Background: an optimization exercise with open tools, aiming at small area. Do not read the settings as production practice. The RTL was checked by simulation tests, not by an equivalence proof against the original design. Power figures rest on the tool's default switching activity, not on a simulated workload.

// reg_file_2r1w
module reg_file_2r1w #(
   parameter int                    DATA_WIDTH = 32,
   parameter logic [DATA_WIDTH-1:0] SP_RESET   = '0
) (
   input  logic                  Clk,
   input  logic                  Rst,
   input  logic [4:0]            ReadRegister1,
   input  logic [4:0]            ReadRegister2,
   input  logic [4:0]            WriteRegister,
   input  logic [DATA_WIDTH-1:0] WriteData,
   input  logic                  RegWrite,
   input  logic [4:0]            DebugRegister,
   output logic [DATA_WIDTH-1:0] ReadData1,
   output logic [DATA_WIDTH-1:0] ReadData2,
   output logic [DATA_WIDTH-1:0] DebugData
);
   logic [31:0][DATA_WIDTH-1:0] r_data;
   logic                        r_clear;
   logic [31:0]                 w_we;
   always_comb begin
      for (int i = 0; i < 32; i++)
         w_we[i] = RegWrite && !Rst && (WriteRegister == 5'(i)) && (i != 0);
   end
   always_ff @(posedge Clk or posedge Rst) begin
      if (Rst) r_clear <= 1'b1;
      else     r_clear <= 1'b0;
   end
   localparam logic [4:0] SP_INDEX = 5'd29;
   logic [31:0]                 w_keep;
   logic [31:0][DATA_WIDTH-1:0] w_next;
  ...
For scale: ~3,700 cells after synthesis, ~150 I/O pins, about 0.043 mm² of cells after synthesis.
==> flow/config.mk <==
export PLATFORM = sky130hd
export DESIGN_NAME = reg_file_2r1w
export DESIGN_NICKNAME = reg_file_2r1w
export VERILOG_FILES = /design/flow/design.v
export SDC_FILE = /design/flow/constraint.sdc
export NUM_CORES = 8
export LEC_CHECK = 0
export CAP_MARGIN = 20
export CORE_MARGIN = 2
export CORE_UTILIZATION = 40
export GPL_TIMING_DRIVEN = 0
export PLACE_DENSITY = 0.5
export SETUP_SLACK_MARGIN = 0.2
export SLEW_MARGIN = 20
export SYNTH_HIERARCHICAL = 1
export SYNTH_MINIMUM_KEEP_SIZE = 0
==> flow/constraint.sdc <==
create_clock -name core_clock -period 8.0 [get_ports {Clk}]
set_input_delay 1.6000 -clock core_clock [delete_from_list [all_inputs] [get_ports {Clk}]]
set_output_delay 1.6000 -clock core_clock [all_outputs]
set_load 0.01 [all_outputs]
standard.sh (not shown) runs the stock make flow with config.mk's settings and CLKGATE_MAP_FILE= SYNTH_SCRIPT=/design/flow/synth_recipe.tcl, a recipe that flattens the netlist after the stock synthesis.
==> flow/flow/run.sh <==
#!/bin/bash
# Layout flow: the standard synthesis, then the combinational logic rebuilt
# by gen_netlist.py around the standard synthesis's flip-flops (kept only if
# yosys proves it equivalent to the standard netlist), then the standard ORFS
# layout steps on that netlist, with buf_1 port buffers and a clock tree of
# clkbuf_4 cells in small clusters without dummy loads. Each tool's output
# goes to its own log: synth.log, gen_netlist.log, equiv.log, layout.log (and
# ORFS's per-step logs under orfs/logs).
set -euo pipefail
R=orfs/results/sky130hd/reg_file_2r1w/base

# 1. standard synthesis, unchanged
bash standard.sh synth > synth.log 2>&1
cp $R/1_2_yosys.v standard_netlist.v

# 2. hand-mapped logic around the same flip-flops (same names, cells, Q nets)
python3 flow/gen_netlist.py standard_netlist.v custom_netlist.v > gen_netlist.log 2>&1
# prove it equivalent to the standard netlist; keep the standard one otherwise
sed "s#LIBERTY#$FLOW_HOME/platforms/$FLOW_PLATFORM/lib/sky130_fd_sc_hd__tt_025C_1v80.lib#" \
  flow/equiv.ys > equiv.ys
YOSYS=$(command -v yosys || echo "$FLOW_HOME/../tools/install/yosys/bin/yosys")
if "$YOSYS" -q -l equiv.log equiv.ys > /dev/null 2>&1; then
  cp custom_netlist.v $R/1_2_yosys.v
  rm -f $R/1_synth.odb
fi

# 3. standard layout steps from the new netlist
export BUFFER_PORTS_ARGS="-buffer_cell sky130_fd_sc_hd__buf_1"
export CTS_ARGS="-sink_clustering_enable -repair_clock_nets -dont_use_dummy_load -buf_list {sky130_fd_sc_hd__clkbuf_4} -sink_clustering_size 8 -sink_clustering_max_diameter 60"
bash standard.sh finish > layout.log 2>&1
Other scripts of this flow, unchanged in this note and not shown: flow/flow/equiv.ys, flow/flow/gen_netlist.py
The starting point finished clean.
Rerun with:
--- a/flow/flow/run.sh
+++ b/flow/flow/run.sh
@@ -28,3 +28,3 @@
 export BUFFER_PORTS_ARGS="-buffer_cell sky130_fd_sc_hd__buf_1"
-export CTS_ARGS="-sink_clustering_enable -repair_clock_nets -dont_use_dummy_load -buf_list {sky130_fd_sc_hd__clkbuf_4} -sink_clustering_size 8 -sink_clustering_max_diameter 60"
+export CTS_ARGS="-sink_clustering_enable -repair_clock_nets -dont_use_dummy_load -buf_list {sky130_fd_sc_hd__clkbuf_4} -sink_clustering_size 7 -sink_clustering_max_diameter 70"
 bash standard.sh finish > layout.log 2>&1
The new run finished with timing, DRC and antenna clean.
Total power grows slightly.
Final area grows slightly.
Sequential share of layout area shrinks by 0.17 points.
Register-to-register slack barely changes.
Wire length stays flat.
Fmax grows slightly.
Final cell count grows slightly.
Die area does not change.
Worst hold slack improved by 0.037 ns.
Critical path depth does not change.

---

Another version of the RTL of reg_file_2r1w (not shown whole).
Size: ~3700 cells after synthesis, roughly 150 I/O pins, roughly 43000 um2 of cells after synthesis.
clock: 8.0 ns
lec_check: 0
cap_margin: 20
core_margin: 2
core_utilization: 40
gpl_timing_driven: 0
place_density: 0.5
setup_slack_margin: 0.2
slew_margin: 20
synth_hierarchical: 1
synth_minimum_keep_size: 0
==> flow/flow/run.sh <==
#!/bin/bash
# Layout flow: the standard synthesis, then the combinational logic rebuilt
# by gen_netlist.py around the standard synthesis's flip-flops, then the
# standard ORFS layout steps on that netlist, with smaller port buffers and
# clock-tree buffers.
set -euo pipefail
R=orfs/results/sky130hd/reg_file_2r1w/base

# 1. standard synthesis, unchanged
bash standard.sh synth > synth.log 2>&1
cp $R/1_2_yosys.v standard_netlist.v

# 2. hand-mapped logic around the same flip-flops (same names, cells, Q nets)
python3 flow/gen_netlist.py standard_netlist.v custom_netlist.v > gen_netlist.log 2>&1
# prove it equivalent to the standard netlist; keep the standard one otherwise
sed "s#LIBERTY#$FLOW_HOME/platforms/$FLOW_PLATFORM/lib/sky130_fd_sc_hd__tt_025C_1v80.lib#" \
  flow/equiv.ys > equiv.ys
YOSYS=$(command -v yosys || echo "$FLOW_HOME/../tools/install/yosys/bin/yosys")
if "$YOSYS" -q -l equiv.log equiv.ys > /dev/null 2>&1; then
  cp custom_netlist.v $R/1_2_yosys.v
  rm -f $R/1_synth.odb
fi

# 3. standard layout steps from the new netlist
export BUFFER_PORTS_ARGS="-buffer_cell sky130_fd_sc_hd__buf_2"
export CTS_ARGS="-sink_clustering_enable -repair_clock_nets -dont_use_dummy_load -buf_list {sky130_fd_sc_hd__clkbuf_4} -sink_clustering_size 8 -sink_clustering_max_diameter 60"
bash standard.sh finish > layout.log 2>&1
Other scripts of this flow, unchanged in this note and not shown: flow/flow/equiv.ys, flow/flow/gen_netlist.py
Rerun with:
--- a/flow/flow/run.sh
+++ b/flow/flow/run.sh
@@ -25,3 +25,3 @@
 export BUFFER_PORTS_ARGS="-buffer_cell sky130_fd_sc_hd__buf_2"
-export CTS_ARGS="-sink_clustering_enable -repair_clock_nets -dont_use_dummy_load -buf_list {sky130_fd_sc_hd__clkbuf_4} -sink_clustering_size 8 -sink_clustering_max_diameter 60"
+export CTS_ARGS="-sink_clustering_enable -repair_clock_nets -dont_use_dummy_load -buf_list {sky130_fd_sc_hd__clkbuf_4} -sink_clustering_size 9 -sink_clustering_max_diameter 35"
 bash standard.sh finish > layout.log 2>&1
After rerunning: The changed run produced a clean layout; final cell count grows by 1.1%; die area does not change; first-iteration DRC count decreases by 1.7%; final area came out higher by 0.87%; flip-flop and latch count stays the same; routed wire length barely changes; combinational power barely changes; utilization goes up by 0.38 points.
Rerun with:
--- a/flow/flow/run.sh
+++ b/flow/flow/run.sh
@@ -25,3 +25,3 @@
 export BUFFER_PORTS_ARGS="-buffer_cell sky130_fd_sc_hd__buf_2"
-export CTS_ARGS="-sink_clustering_enable -repair_clock_nets -dont_use_dummy_load -buf_list {sky130_fd_sc_hd__clkbuf_4} -sink_clustering_size 9 -sink_clustering_max_diameter 35"
+export CTS_ARGS="-sink_clustering_enable -repair_clock_nets -dont_use_dummy_load -buf_list {sky130_fd_sc_hd__clkbuf_4} -sink_clustering_size 7 -sink_clustering_max_diameter 70"
 bash standard.sh finish > layout.log 2>&1
Result:
- clock-buffer cell count went down by 37
- wire length stays flat
- cell area went down by about 0.64%
- non-clock buffer count went up by 1
- utilization went down by 0.28 points
- critical path depth is unchanged

-- static timing again, ports no longer ideal --
The results above use ideal ports. As a check the final layouts listed here were re-extracted and re-timed, cells and wires unchanged.
Step 1 sets driving cells, clkbuf_16 on the clock port and buf_2 on the other inputs (assumed; they add their load-dependent delay and slew).
Step 2 adds t to the input delays and takes it off the output delays; t is the mean of the earliest and latest rising clock arrival at the registers after step 1. Input paths then give back, and output paths get back, about the clock's delay inside the block.
a / b / c = no drivers / after step 1 / after step 2; a / b = the first two.
run	t, ns	slack for setup (ns)	worst hold slack (ns)	worst setup path after step 2	worst data-port slew with drivers (ns)
the first run of note 1	1.276	0.723 / 0.691 / 0.691	0.439 / 0.397 / 0.535	input to output	0.17
the second run of note 1	1.242	0.746 / 0.713 / 0.713	0.476 / 0.431 / 0.535	input to output	0.18
the first run of note 2	1.199	1.209 / 1.188 / 1.188	0.535 / 0.535 / 0.535	input to output	0.15
the second run of note 2	1.214	1.177 / 1.152 / 1.152	0.525 / 0.525 / 0.525	input to output	0.15
the third run of note 2	1.182	1.247 / 1.225 / 1.225	0.532 / 0.532 / 0.532	input to output	0.15
After both steps setup and hold are still met in every run listed. For the second run of note 1, which loses most, drivers alone change the setup slack by -0.033 ns; drivers and shift together by -0.033 ns.
